What follows belongs to an exercise in optimizing a design on an open flow for small area, a short achievable clock period and few clock cycles; a production flow would make more cautious choices. RTL that was checked went through simulation tests only; none was proved equivalent to the original. Power and IR drop assume default switching activity.

Design sparse_fmap_loader, start of the top module:
module sparse_fmap_loader (
    input  logic                         clk,
    input  logic                         rst_n,
    input  logic                         start,
    input  fmap_pkg::mem_addr_t          cfg_read_addr,
    input  fmap_pkg::dim_t               cfg_width,
    input  fmap_pkg::dim_t               cfg_height,
    input  fmap_pkg::fmap_cnt_t          cfg_num_fmap,
    output logic                         mem_req,
    output fmap_pkg::mem_addr_t          mem_addr,
    output logic [fmap_pkg::LEN_W-1:0]   mem_len,
    input  logic                         mem_grant,
    input  fmap_pkg::mem_word_t          mem_din,
    input  logic                         mem_vld,
    input  logic                         mem_fin,
    output logic                         px_req,
    input  logic                         px_grant,
    output fmap_pkg::px_addr_t           px_addr,
    output logic                         px_wr_vld,
    output fmap_pkg::pixel_t             px_dout,
    output logic                         track_write,
    output fmap_pkg::px_addr_t           track_din,
    output logic                         busy,
    output logic                         done
);
Size: about 470 flip-flops, roughly 200 I/O pins, ~20000 sq um of cells after synthesis.
Settings: LEC_CHECK=0, CAP_MARGIN=20, CORE_MARGIN=2, CORE_UTILIZATION=60, CTS_CLUSTER_DIAMETER=100, CTS_CLUSTER_SIZE=25, SETUP_SLACK_MARGIN=3.3, SLEW_MARGIN=20, BUFFER_PORTS_ARGS=-buffer_cell sky130_fd_sc_hd__buf_1; clock period 5.5 ns.
standard.sh (not shown) runs the stock make flow with config.mk's settings and CLKGATE_MAP_FILE= SYNTH_SCRIPT=/design/flow/synth_recipe.tcl, a recipe that flattens the netlist after the stock synthesis.
==> flow/flow/run.sh <==
#!/bin/bash
set -euo pipefail
echo 'export BUFFER_PORTS_ARGS = -buffer_cell sky130_fd_sc_hd__buf_1' >> config.mk
bash standard.sh > standard.log 2>&1
Change:
--- a/flow/design.v
+++ b/flow/design.v
@@ -38,25 +38,26 @@
     output fmap_pkg::pixel_t             px_dout,
     output logic                         track_write,
     output fmap_pkg::px_addr_t           track_din,
     output logic                         busy,
     output logic                         done
 );
     logic [4:0] cseg_m1;    
-    logic [9:0] cfm_m1;     
+    logic [9:0] cfm;        
     logic [4:0] fcol;       
     logic [9:0] ffm;        
     logic [8:0] frow;       
-    logic       fcol_z;     
-    logic       ffm_z;      
-    logic       frow_z;     
+    logic       fcol_z;
+    logic       ffm_1;
     logic       f_last_row;
     logic       f_last_frame;
-    assign f_last_row   = fcol_z && ffm_z;
-    assign f_last_frame = f_last_row && frow_z;
+    assign fcol_z       = (fcol == 5'd0);
+    assign ffm_1        = (ffm == 10'd1);
+    assign f_last_row   = fcol_z && ffm_1;
+    assign f_last_frame = f_last_row && (frow == 9'd1);
     typedef enum logic [2:0] {I_IDLE, I_MAP, I_MWAIT, I_PIX, I_SLOT} istate_t;
     istate_t istate;
     logic    accept;
     logic    map_acc;
     logic    a_carry;    
     logic    map_in;     
     logic    map_zero;   
@@ -141,39 +142,31 @@
         if (map_in_q2) begin
             n_odd <= nib_sum[0];
             n_len <= len_q;
         end
     end
     always_ff @(posedge clk) begin
         if (start) begin
-            cseg_m1 <= 5'((cfg_width - 9'd1) >> 4);
-            cfm_m1  <= cfg_num_fmap - 10'd1;
+            cseg_m1 <= cfg_width[8:4] - {4'd0, cfg_width[3:0] == 4'd0};
+            cfm     <= cfg_num_fmap;
         end
         if (start) begin
-            fcol   <= 5'((cfg_width - 9'd1) >> 4);
-            ffm    <= cfg_num_fmap - 10'd1;
-            frow   <= cfg_height - 9'd1;
-            fcol_z <= (cfg_width <= 9'd16);
-            ffm_z  <= (cfg_num_fmap == 10'd1);
-            frow_z <= (cfg_height == 9'd1);
+            fcol <= cfg_width[8:4] - {4'd0, cfg_width[3:0] == 4'd0};
+            ffm  <= cfg_num_fmap;
+            frow <= cfg_height;
         end else if (map_acc) begin
             if (!fcol_z) begin
-                fcol   <= fcol - 5'd1;
-                fcol_z <= (fcol == 5'd1);
+                fcol <= fcol - 5'd1;
             end else begin
-                fcol   <= cseg_m1;
-                fcol_z <= (cseg_m1 == 5'd0);
-                if (!ffm_z) begin
-                    ffm   <= ffm - 10'd1;
-                    ffm_z <= (ffm == 10'd1);
+                fcol <= cseg_m1;
+                if (!ffm_1) begin
+                    ffm <= ffm - 10'd1;
                 end else begin
-                    ffm    <= cfm_m1;
-                    ffm_z  <= (cfm_m1 == 10'd0);
-                    frow   <= frow - 9'd1;
-                    frow_z <= (frow == 9'd1);
+                    ffm  <= cfm;
+                    frow <= frow - 9'd1;
                 end
             end
         end
         if (map_acc) begin
             n_lr <= f_last_row;
             n_lf <= f_last_frame;
         end
What happened: The changed run passed the timing, DRC and antenna checks; power is higher by about 0.56%; utilization is higher by 0.17 points; fmax hardly moves; non-clock buffer count is lower by 3; combinational power is higher by about 2%; die area is lower by about 2.2%; sequential cell count is lower by 3; cell area is lower by 2.3%; worst setup slack is better by 3.1 ps; global-route usage stays flat.
Testbench counts after the change, summed over its fixed seeds: cycles 40,504.
The RTL of the first run of this note was laid out without a check of its function.

v6:
Another version of the RTL of sparse_fmap_loader (not shown whole).
For scale: roughly 1,500 cells after synthesis, ~480 flip-flops, about 200 I/O pins.
Settings: LEC_CHECK=0, CAP_MARGIN=20, CORE_MARGIN=2, CORE_UTILIZATION=60, CTS_CLUSTER_DIAMETER=100, CTS_CLUSTER_SIZE=25, SETUP_SLACK_MARGIN=3.3, SLEW_MARGIN=20, BUFFER_PORTS_ARGS=-buffer_cell sky130_fd_sc_hd__buf_1; clock period 5.5 ns.
Scripts as last shown in full above: flow/flow/run.sh
Modified inputs, v7 compared to v6
--- a/flow/design.v
+++ b/flow/design.v
@@ -63,43 +63,41 @@
     logic        n_valid;    
     logic        n_have;     
     logic        n_wv;       
     logic        n_ready;    
     logic        n_lr;       
     logic        n_lf;       
     logic [15:0] n_map;
-    logic [4:0]  n_w;
+    logic        n_odd;      
     logic [3:0]  n_len;
     logic        ret_pix;
     logic [31:0] wbuf [8];
     logic [7:0]  wq;         
     logic [7:0]  pq;         
     logic        hq;         
     logic [7:0]  pq_rot;
     logic        step_en;
     logic [11:0] nib;        
     logic [3:0]  pc_hi;      
     logic [3:0]  pc_lo;
     logic        map_in_q2;
     logic [4:0]  nib_sum;    
-    logic        c2_q;       
-    logic        n_wv_q;
     logic [3:0]  len_q;      
     logic        map_in_q;
     logic [3:0]  freec;
     logic        wr;
     logic        adv;
     logic        bursting;   
     logic        b_empty;
     logic [15:0] b_map;      
     logic        b_lr;
     logic        b_lf;
     logic [3:0]  beat;
     logic        half;       
-    logic [4:0]  zleft;      
+    logic        b_odd;      
     logic        bit_set;
     logic        bit_d;      
     logic        last_beat;  
     logic        b_load;
     logic        move;
     logic        half_n;
     logic        can_pix;
@@ -119,36 +117,37 @@
     assign bit_set   = b_map[15];
     assign b_load    = b_empty || last_beat;
     assign move      = (n_ready || (wr && mem_fin)) && b_load;
     assign half_n = bit_set ? ~half : half;
     assign adv    = bursting && ((bit_set && half) || (last_beat && half_n));
     assign pq_rot = {pq[6:0], pq[7]};
     assign step_en  = bursting || (px_req && px_grant);
-    assign can_pix = ({1'b0, n_len} <= freec) || (bursting && c2_q && n_wv_q);
+    assign can_pix = ({1'b0, n_len} <= freec) ||
+                     (bursting && ({1'b0, n_len} + {4'd0, b_odd} <= {1'b0, beat} + 5'd3));
     always_comb begin
         px_d = 16'h0000;
         for (int i = 0; i < 8; i++) begin
             px_d = px_d | ({16{bit_d && pq[i] && !hq}} & wbuf[i][15:0])
                         | ({16{bit_d && pq[i] &&  hq}} & wbuf[i][31:16]);
         end
     end
+    assign px_wr_vld = bursting;
     assign px_addr   = {seg_cnt, 4'b0000};
     assign track_din = {seg_cnt, 4'b0000};
     always_ff @(posedge clk) begin
         for (int i = 0; i < 8; i++) begin
             if (wr && wq[i]) wbuf[i] <= mem_din;
         end
         px_dout <= px_d;
         nib     <= {ones4(mem_din[31:28]), ones4(mem_din[27:24]),
                     ones4(mem_din[23:20]), ones4(mem_din[19:16])};
         pc_hi   <= 4'(nib[11:9]) + 4'(nib[8:6]);
         pc_lo   <= 4'(nib[5:3]) + 4'(nib[2:0]);
-        c2_q    <= ({1'b0, zleft} + {2'b00, n_len} <= {1'b0, freec, half} + 6'd3);
         if (map_in_q2) begin
-            n_w   <= nib_sum;
+            n_odd <= nib_sum[0];
             n_len <= len_q;
         end
     end
     always_ff @(posedge clk) begin
         if (start) begin
             cseg_m1 <= 5'((cfg_width - 9'd1) >> 4);
             cfm_m1  <= cfg_num_fmap - 10'd1;
@@ -232,20 +231,18 @@
             n_valid <= 1'b0;
             n_have  <= 1'b0;
             n_wv    <= 1'b0;
             n_ready <= 1'b0;
             ret_pix <= 1'b0;
             map_in_q <= 1'b0;
             map_in_q2 <= 1'b0;
-            n_wv_q   <= 1'b0;
         end else begin
             map_in_q  <= map_in;
             map_in_q2 <= map_in_q;
             n_wv      <= ((map_in_q2 && n_have) || n_wv) && !move;
-            n_wv_q   <= n_wv && !move;
             if (map_acc) n_valid <= 1'b1;
             if (mem_vld) begin
                 if (!ret_pix) begin
                     n_have  <= 1'b1;
                     n_ready <= map_zero;
                     ret_pix <= !map_zero;
                 end else if (mem_fin) begin
@@ -283,31 +280,29 @@
             if (wr && !adv) freec <= freec - 4'd1;
             else if (adv && !wr) freec <= freec + 4'd1;
         end
     end
     always_ff @(posedge clk) begin
         if (start) seg_cnt <= '0;
         else if (last_beat) seg_cnt <= seg_cnt + 16'd1;
-        if (b_load) zleft <= 5'd16 - n_w;
-        else if (bursting && !bit_set) zleft <= zleft - 5'd1;
+        if (b_load) b_odd <= n_odd;
         if (b_load) bit_d <= n_map[15];
         else if (px_req) bit_d <= px_grant ? b_map[14] : b_map[15];
         else bit_d <= b_map[13];
         if (b_load) begin
             b_map <= n_map;
             b_lr  <= n_lr;
             b_lf  <= n_lf;
         end else if (bursting) begin
             b_map <= {b_map[14:0], 1'b1};
         end
     end
     always_ff @(posedge clk or negedge rst_n) begin
         if (!rst_n) begin
             bursting    <= 1'b0;
-            px_wr_vld   <= 1'b0;
             px_req      <= 1'b0;
             beat        <= '0;
             last_beat   <= 1'b0;
             track_write <= 1'b0;
             done        <= 1'b0;
             busy        <= 1'b0;
         end else begin
@@ -318,12 +313,11 @@
             if (bursting) beat <= beat + 4'd1;
             last_beat <= bursting && (beat == 4'd14);
             if (px_req && px_grant) begin
                 px_req   <= 1'b0;
                 bursting <= 1'b1;
             end
             if (last_beat) bursting <= 1'b0;
-            px_wr_vld <= (px_req && px_grant) || (px_wr_vld && (beat != 4'd15));
             if (move) px_req <= 1'b1;
         end
     end
 endmodule
[summary]
- In the tables for v7 and v6, final worst hold slack reads lower with v6.
- v7 vs v6 on flip-flop and latch count: v7 is the lower one.
- In v7 the area occupied by registers turned out about 2.2% lower than in v6.
- v7 against v6: total power has decreased; part of the power in registers increased by 2.5 points relative to the old numbers; total of cells resized after clock tree synthesis moved down; mux share of post-synthesis cell area now sits higher.
- v7 ends up with lower number of enable-type register cells in the synthesized netlist than v6 does.
- Horizontal die dimension: lower on v7
- [compare] base=v6 new=v7: count of TritonRoute iterations in the first routing pass went down; minimum setup slack after placement went up.
- Changes observed in v7 relative to v6: minimum clock period decreased by 82 ps relative to the old numbers, count of multi-input combinational gates decreased by 50 relative to the old numbers.
- | portion of the clock cycle consumed by the worst path in the final layout | v7 vs v6 | 1.5 points lower |
Testbench counts of v7, summed over its fixed seeds: cycles 40,504.
Only the layout flow was run in v6; the RTL was not checked for function there.

-- re-timing with driven ports --
In the flow no input, the clock included, has a driving cell. The finished layouts below were timed again as built, in two steps. Step 1 sets driving cells, clkbuf_16 on the clock port and buf_2 on the other inputs (assumed; they add their load-dependent delay and slew). Step 2 moves the port delays by t, midway between the first and last clock arrival at a register: inputs arrive t later, outputs are due t later. That takes back most of the time a late clock gives input paths. a / b / c = ideal ports / drivers / drivers and shift; a / b = the first two.
run	t, ns	setup WS [ns]	worst setup path at the end
the first run of note 1	0.597	3.210 / 3.156 / 2.732	input to register
the second run of note 1	0.604	3.214 / 3.157 / 2.733	input to register
v6	0.611	3.174 / 3.154 / 2.716	input to register
v7	0.590	3.255 / 3.202 / 2.768	input to register
After both steps every run listed still meets setup and hold. The setup slack of v7, which loses most, moves by -0.053 ns with the drivers and by -0.487 ns with both steps.
